Context: an optimization exercise on an open-source flow, tuned for small area, a short achievable clock period and few clock cycles per item. The choices shown serve that exercise and are no tape-out recipe.
Function was checked by simulation only, so behaviour that the tests miss may differ from the original.

// player_motion
module player_motion #(
  parameter int QM         = 6,
  parameter int QN         = 10,
  parameter int MAP_BITS   = 4,
  parameter int START_X    = 1536,
  parameter int START_Y    = 11776,
  parameter int START_FX   = 0,
  parameter int START_FY   = -1024,
  parameter int START_VX   = 512,
  parameter int START_VY   = 0
) (
  input  logic                       clk,
  input  logic                       reset,
  input  logic                       tick,
  input  logic                       moveF,
  input  logic                       moveB,
  input  logic                       strafeL,
  input  logic                       strafeR,
  input  logic                       rotL,
  input  logic                       rotR,
  output logic                       map_req,
  output logic [MAP_BITS-1:0]        map_col,
  output logic [MAP_BITS-1:0]        map_row,
  input  logic                       map_ack,
  input  logic [1:0]                 map_val,
  output logic signed [QM+QN-1:0]    playerX,
  output logic signed [QM+QN-1:0]    playerY,
  output logic signed [QM+QN-1:0]    facingX,
  output logic signed [QM+QN-1:0]    facingY,
  output logic signed [QM+QN-1:0]    vplaneX,
  output logic signed [QM+QN-1:0]    vplaneY,
  ...
Size: ~2600 cells after synthesis, roughly 120 I/O pins, about 0.021 sq mm of cells after synthesis.
clock: 11.5 ns
lec_check: 0
abc_area: 1
cap_margin: 20
core_margin: 2
core_utilization: 60
cts_buf_list: sky130_fd_sc_hd__clkbuf_8
setup_slack_margin: 4.0
slew_margin: 20
run.sh (not shown) runs the stock make flow with config.mk's settings and CLKGATE_MAP_FILE= SYNTH_SCRIPT=/design/flow/synth_recipe.tcl, a recipe that flattens the netlist after the stock synthesis.
The baseline passed the timing, design-rule and antenna checks.
Testbench counts at the start, summed over its fixed seeds: cycles 3,473, ticks 3,200.
Edit:
Settings changed: CTS_BUF_LIST sky130_fd_sc_hd__clkbuf_8 to default, SETUP_SLACK_MARGIN 4.0 to 3.5.
After rerunning:
- clock-buffer cell count climbs by 1
- register-to-register slack is worse by 0.46 ns
- via count fell by about 2.8%
- critical path depth went up by 1
- worst setup slack degrades by 0.46 ns
- utilization shrinks by 3.8 points
- wire length goes down by 6.1%

* * *

player_motion, a different RTL version from the one above (not shown whole).
Size in the first run: ~140 flip-flops, ~120 I/O pins, roughly 0.023 mm² of cells after synthesis.
clock: 11.5 ns
lec_check: 0
abc_area: 1
cap_margin: 20
core_margin: 2
core_utilization: 60
setup_slack_margin: 4.0
slew_margin: 20
Testbench counts at the start, summed over its fixed seeds: cycles 3,403, ticks 3,200.
Then changed:
- CORE_UTILIZATION: 60 -> 65
- CTS_BUF_LIST: default -> sky130_fd_sc_hd__clkbuf_8
- PLACE_DENSITY: default -> 0.75
- SETUP_SLACK_MARGIN: 4.0 -> default
What happened: Flip-flop and latch count does not change. Wire length decreases by roughly a tenth. Non-clock buffer count goes down by 99.

* * *

Starting RTL as in the previous note.
make LEC_CHECK=0 ABC_AREA=1 CAP_MARGIN=20 CORE_MARGIN=2 CORE_UTILIZATION=40 SETUP_SLACK_MARGIN=3.5 SLEW_MARGIN=20 finish   # period 11.5 ns
Testbench counts at the start, summed over its fixed seeds: cycles 3,403, ticks 3,200.
Rerun with:
SETUP_SLACK_MARGIN = 4.0   (was 3.5)
Worst setup slack gets better by 0.28 ns.
Via count goes up by a few percent.
Cell count grows slightly.
Utilization went up by 2.2 points.
Global-route usage goes up by 0.47 points.
Synthesized area is unchanged.
Hold slack is worse by 0.0035 ns.
Maximum frequency goes up by a few percent.
Die area stays the same.
Clock-buffer cell count is higher by 4.

--- another note on this design; it stands on its own ---

==> run Y: inputs <==
## player_motion
module player_motion #(
  parameter int QM         = 6,
  parameter int QN         = 10,
  parameter int MAP_BITS   = 4,
  parameter int START_X    = 1536,
  parameter int START_Y    = 11776,
  parameter int START_FX   = 0,
  parameter int START_FY   = -1024,
  parameter int START_VX   = 512,
  parameter int START_VY   = 0
) (
  input  logic                       clk,
  input  logic                       reset,
  input  logic                       tick,
  input  logic                       moveF,
  input  logic                       moveB,
  input  logic                       strafeL,
  input  logic                       strafeR,
  input  logic                       rotL,
  input  logic                       rotR,
  output logic                       map_req,
  output logic [MAP_BITS-1:0]        map_col,
  output logic [MAP_BITS-1:0]        map_row,
  input  logic                       map_ack,
  input  logic [1:0]                 map_val,
  output logic signed [QM+QN-1:0]    playerX,
  output logic signed [QM+QN-1:0]    playerY,
  output logic signed [QM+QN-1:0]    facingX,
  output logic signed [QM+QN-1:0]    facingY,
  output logic signed [QM+QN-1:0]    vplaneX,
  output logic signed [QM+QN-1:0]    vplaneY,
  output logic                       busy,
  output logic                       done,
  output logic                       missed
);
clock: 11.5 ns
lec_check: 0
abc_area: 1
cap_margin: 20
core_margin: 2
core_utilization: 40
setup_slack_margin: 4.0
slew_margin: 20
run.sh (not shown) runs the stock make flow with config.mk's settings and CLKGATE_MAP_FILE= SYNTH_SCRIPT=/design/flow/synth_recipe.tcl, a recipe that flattens the netlist after the stock synthesis.
==> inputs of run E, as changes to run Y <==
--- a/flow/config.mk
+++ b/flow/config.mk
@@ -10,4 +10,4 @@
 export CORE_MARGIN = 2
-export CORE_UTILIZATION = 40
-export SETUP_SLACK_MARGIN = 4.0
+export CORE_UTILIZATION = 60
+export SETUP_SLACK_MARGIN = 3.0
 export SLEW_MARGIN = 20
==> flow_results.xml <==
<?xml version="1.0" encoding="UTF-8"?>
<metrics>
  <group name="timing">
    <metric name="pin_slew_with_the_least_headroom_to_its_limit" unit="ns">0.8756</metric>
  </group>
  <group name="floorplanning">
    <metric name="die_height" unit="um">192.4</metric>
    <metric name="fp-row-count" unit="">68</metric>
  </group>
  <group name="cells_and_area">
    <metric name="n_all_buffers" unit="">134</metric>
    <metric name="finish.utilization" unit="%">67.86</metric>
  </group>
  <group name="detailed_routing">
    <metric name="vias" unit="">17330</metric>
    <metric name="wl_per_cell" unit="um">17.76</metric>
  </group>
  <group name="worst_setup_path">
    <metric name="worstSetupPathDepth" unit="">35</metric>
    <metric name="reg2reg_to" unit="">cy_q[4]</metric>
  </group>
  <group name="outcome">
    <metric name="outcome" unit="">complete, no violations</metric>
  </group>
</metrics>
-- figures above: run E

==> flow_results.xml <==
<?xml version="1.0" encoding="UTF-8"?>
<metrics>
  <group name="detailed_routing">
    <metric name="vias" unit="">17970</metric>
    <metric name="wl_per_cell" unit="um">18.73</metric>
  </group>
  <group name="worst_setup_path">
    <metric name="worstSetupPathDepth" unit="">33</metric>
    <metric name="reg2reg_to" unit="">cy_q[5]</metric>
  </group>
  <group name="timing">
    <metric name="pin_slew_with_the_least_headroom_to_its_limit" unit="ns">1.096</metric>
  </group>
  <group name="cells_and_area">
    <metric name="finish.utilization" unit="%">49.23</metric>
    <metric name="n_all_buffers" unit="">226</metric>
  </group>
  <group name="floorplanning">
    <metric name="fp-row-count" unit="">84</metric>
    <metric name="die_height" unit="um">234.7</metric>
  </group>
  <group name="outcome">
    <metric name="outcome" unit="">complete, no violations</metric>
  </group>
</metrics>
-- figures above: run Y

Testbench counts of run Y, summed over its fixed seeds: cycles 3,473, ticks 3,200.
Testbench counts of run E, summed over its fixed seeds: cycles 3,473, ticks 3,200.

-- re-timing with driven ports --
The flow's constraints put no driver on any port. The routed layouts listed below were extracted and timed again, unchanged, in two steps.
Step 1 assumes that a clkbuf_16 drives the clock port and a buf_2 every other input.
Step 2 also shifts input and output timing later by t, the mid clock arrival at the registers, as if the neighbouring blocks saw the same clock.
Slacks: no drivers / after step 1 / after step 2; pairs: no drivers / after step 1.
| run | t, ns | slack for setup (ns) | hold WS [ns] | worst slew at a driven data input, ns | pins driven straight from the clock port |
|---|---|---|---|---|---|
| the first run of note 1 | 0.538 | 4.137 / 4.137 / 3.667 | 0.500 / 0.500 / 0.500 | 0.04 | 1 |
| the second run of note 1 | 0.504 | 3.672 / 3.672 / 3.286 | 0.511 / 0.511 / 0.511 | 0.05 | 1 |
| the first run of note 2 | 0.522 | 3.856 / 3.856 / 3.681 | 0.500 / 0.500 / 0.500 | 0.04 | 1 |
| the second run of note 2 | 0.555 | 2.378 / 2.378 / 2.378 | 0.492 / 0.492 / 0.492 | 0.03 | 1 |
| the first run of note 3 | 0.538 | 3.721 / 3.721 / 3.360 | 0.484 / 0.484 / 0.484 | 0.04 | 1 |
| the second run of note 3 | 0.535 | 4.003 / 4.003 / 3.608 | 0.480 / 0.480 / 0.480 | 0.04 | 1 |
| run Y | 0.530 | 4.151 / 4.151 / 3.755 | 0.530 / 0.530 / 0.530 | 0.06 | 1 |
| run E | 0.498 | 3.333 / 3.333 / 3.000 | 0.511 / 0.511 / 0.511 | 0.05 | 1 |
After both steps every run listed still meets setup and hold. For the first run of note 1, which loses most, drivers alone change the setup slack by 0.000 ns; drivers and shift together by -0.470 ns.
